Background: an optimization exercise with open tools, aiming at small area, a short achievable clock period and few clock cycles per item. Do not read the settings as production practice. In this exercise RTL edits were held to simulation tests only and were not proved equivalent to the original.

// cosine_distance_unit
module cosine_distance_unit #(
    parameter int W     = 16,
    parameter int FRAC  = 11,
    parameter int TERMS = 4
) (
    input  logic         clk,
    input  logic         reset_n,
    input  logic         start,
    input  logic [W-1:0] x_in,
    input  logic [W-1:0] v_in,
    output logic         busy,
    output logic         done,
    output logic [W-1:0] cos_out,
    output logic [W-1:0] distance,
    output logic         sat
);
Size: about 2100 cells after synthesis, ~55 flip-flops.
Settings: LEC_CHECK=0, ABC_AREA=1, CAP_MARGIN=0, CORE_MARGIN=2, CORE_UTILIZATION=60, PLACE_DENSITY=0.7, SETUP_SLACK_MARGIN=5, SLEW_MARGIN=0, TNS_END_PERCENT=0; clock period 12.0 ns.
run.sh (not shown) runs the stock make flow with config.mk's settings and CLKGATE_MAP_FILE= SYNTH_SCRIPT=/design/flow/synth_recipe.tcl, a recipe that flattens the netlist after the stock synthesis.
The baseline went through all stages and came out clean.
Testbench counts at the start, summed over its fixed seeds: cycles 6,400, items 1,600.
Next try:
- CORE_UTILIZATION: 60 -> 65
- PLACE_DENSITY: 0.7 -> 0.72
- TNS_END_PERCENT: 0 -> 1
Result:
- global-route usage is higher by 1.6 points
- via count barely changes
- clock skew stays flat
- wire length is lower by 3.8%
- setup slack gets worse by 230 ps
Next try:
- CORE_UTILIZATION: 65 -> 55
- PLACE_DENSITY: 0.72 -> 0.65
- TNS_END_PERCENT: 1 -> 5
Global-route usage goes down by 3.7 points.
Clock-buffer cell count goes down by 3.
Flip-flop and latch count does not change.
Area after synthesis does not change.
Via count goes down by 0.78%.
Final cell count goes up by about 3.4%.
Sequential share of layout area goes down by 0.29 points.
Setup slack improved by 150 ps.
Design area goes up by about 3%.
Next try:
- CORE_UTILIZATION: 55 -> 50
- PLACE_DENSITY: 0.65 -> 0.6
Maximum frequency is about the same.
Worst setup slack is about the same.
First-iteration DRC count decreases by 0.61%.


== lagoon ==
Starting RTL as in the previous note.
clock: 12.0 ns
lec_check: 0
abc_area: 1
cap_margin: 0
core_margin: 2
core_utilization: 60
place_density: 0.7
setup_slack_margin: 5
slew_margin: 0
tns_end_percent: 1
lagoon: PASS, flow complete, no timing, DRC or antenna violations
Testbench counts of lagoon, summed over its fixed seeds: cycles 6,400, items 1,600.
### lagoon -> violet
- swapping 60 for 55 in CORE_UTILIZATION
- swapping 0.7 for 0.65 in PLACE_DENSITY
Notes after the runs:
- Number of ordinary and repair buffers in the finished layout, violet vs lagoon: down by a few percent
- violet: setup fix buffers added after clock tree synthesis 16 below lagoon
- Diff lagoon..violet | sink count of the clock tree | unchanged
- Compared with lagoon, violet shows largest stage delay on the critical path lower by 0.02 ns.
- Changes observed in violet relative to lagoon: sequential share of layout area ~0 delta, normalized max-slew margin saw a decrease.
- NOTE number of cell instances on the worst register-to-register path lagoon->violet increased by more than 10%
Setup changes, violet to juniper
- swapping 55 for 60 in CORE_UTILIZATION
- putting GPL_ROUTABILITY_DRIVEN at 0 where nothing was set
- swapping 0.65 for 0.7 in PLACE_DENSITY
Findings:
As of juniper, number of cells on the critical path had risen by a few percent compared to violet. met1 routing resource usage after global routing, juniper and violet, lower one = violet. violet leaves more setup margin than juniper. juniper vs violet — relative area change from synthesis to final layout dropped 1.7 points. In juniper the number of instances resized during post-cts repair turned out 26 lower than in violet. juniper — worst slack on hold paths 0.022 ns higher, violet as reference. Going from violet to juniper, wire length -2.3%, count of clock buffers in the final design +1, met1 wire length -6.4%. | transition time at the pin with the least slew margin | lower: juniper |.


Another version of the RTL of cosine_distance_unit (not shown whole).
For scale: roughly 2100 cells after synthesis, ~70 I/O pins.
Design cosine_distance_unit, start of the top module:
module cosine_distance_unit #(
    parameter int W     = 16,
    parameter int FRAC  = 11,
    parameter int TERMS = 4
) (
    input  logic         clk,
    input  logic         reset_n,
    input  logic         start,
    input  logic [W-1:0] x_in,
    input  logic [W-1:0] v_in,
    output logic         busy,
    output logic         done,
    output logic [W-1:0] cos_out,
    output logic [W-1:0] distance,
    output logic         sat
);
Settings: LEC_CHECK=0, ABC_AREA=1, CAP_MARGIN=20, CORE_MARGIN=2, CORE_UTILIZATION=60, PLACE_DENSITY=0.7, SETUP_SLACK_MARGIN=5, SLEW_MARGIN=20, TNS_END_PERCENT=5; clock period 12.0 ns.
The baseline produced a clean layout.
Testbench counts at the start, summed over its fixed seeds: cycles 6,400, items 1,600.
Rerun with:
--- a/flow/config.mk
+++ b/flow/config.mk
@@ -10,4 +10,4 @@
 export CORE_MARGIN = 2
-export CORE_UTILIZATION = 60
-export PLACE_DENSITY = 0.7
+export CORE_UTILIZATION = 70
+export PLACE_DENSITY = 0.8
 export SETUP_SLACK_MARGIN = 5
What happened: Setup slack gets worse by 0.49 ns; die area falls by about 14%; design area goes down by 0.59%; via count is higher by about 8%; global-route usage came out higher by 6.5 points; routed wire length went up by 6.7%; clock skew hardly moves.
Rerun with:
--- a/flow/config.mk
+++ b/flow/config.mk
@@ -8,8 +8,8 @@
 export ABC_AREA = 1
-export CAP_MARGIN = 20
+export CAP_MARGIN = 0
 export CORE_MARGIN = 2
-export CORE_UTILIZATION = 70
-export PLACE_DENSITY = 0.8
+export CORE_UTILIZATION = 55
+export PLACE_DENSITY = 0.65
 export SETUP_SLACK_MARGIN = 5
-export SLEW_MARGIN = 20
+export SLEW_MARGIN = 0
 export TNS_END_PERCENT = 5
=> The changed run completed without violations. Fmax increases by 5.3%. Synthesized cell count stays the same. Wire length fell by 7.7%. Design area is about the same. Register-to-register slack gets better by 0.46 ns. Via count shrinks by 9.3%. Hold slack degrades by 0.013 ns.

## separate check: timing with driven ports
How much do the figures lean on ideal ports? The routed layouts below were timed once more, with nothing changed but the port constraints.
Step 1 assumes that a clkbuf_16 drives the clock port and a buf_2 every other input.
Step 2 times the ports against the registers' clock, not the clock port: input delays grow and output delays shrink by t, the midpoint of the rising clock arrivals with the driver on.
a / b / c = ideal / step 1 / step 2; a / b = the first two.
| run | t, ns | setup WS [ns] | worst setup path after step 2 | clock arrival spread, ns | worst register clock-pin slew, ns |
|---|---|---|---|---|---|
| the first run of note 1 | 0.337 | 3.499 / 3.499 / 3.351 | input to register | 0.010 / 0.010 | 0.08 / 0.08 |
| the second run of note 1 | 0.339 | 3.272 / 3.272 / 3.134 | input to register | 0.008 / 0.009 | 0.07 / 0.07 |
| the third run of note 1 | 0.340 | 3.422 / 3.422 / 3.111 | input to register | 0.008 / 0.008 | 0.08 / 0.08 |
| the fourth run of note 1 | 0.342 | 3.421 / 3.421 / 3.188 | input to register | 0.009 / 0.009 | 0.08 / 0.08 |
| lagoon | 0.337 | 3.499 / 3.499 / 3.351 | input to register | 0.010 / 0.010 | 0.08 / 0.08 |
| violet | 0.341 | 3.454 / 3.454 / 3.189 | input to register | 0.010 / 0.011 | 0.08 / 0.08 |
| juniper | 0.342 | 3.270 / 3.270 / 2.995 | input to register | 0.013 / 0.013 | 0.08 / 0.08 |
| the first run of note 3 | 0.349 | 3.450 / 3.450 / 3.277 | input to register | 0.007 / 0.007 | 0.08 / 0.08 |
| the second run of note 3 | 0.343 | 2.956 / 2.956 / 2.956 | register to register | 0.008 / 0.008 | 0.08 / 0.08 |
| the third run of note 3 | 0.349 | 3.414 / 3.414 / 3.283 | input to register | 0.016 / 0.015 | 0.09 / 0.09 |
After both steps setup and hold are still met in every run listed. The setup slack of the third run of note 1, which loses most, moves by 0.000 ns with the drivers and by -0.311 ns with both steps.
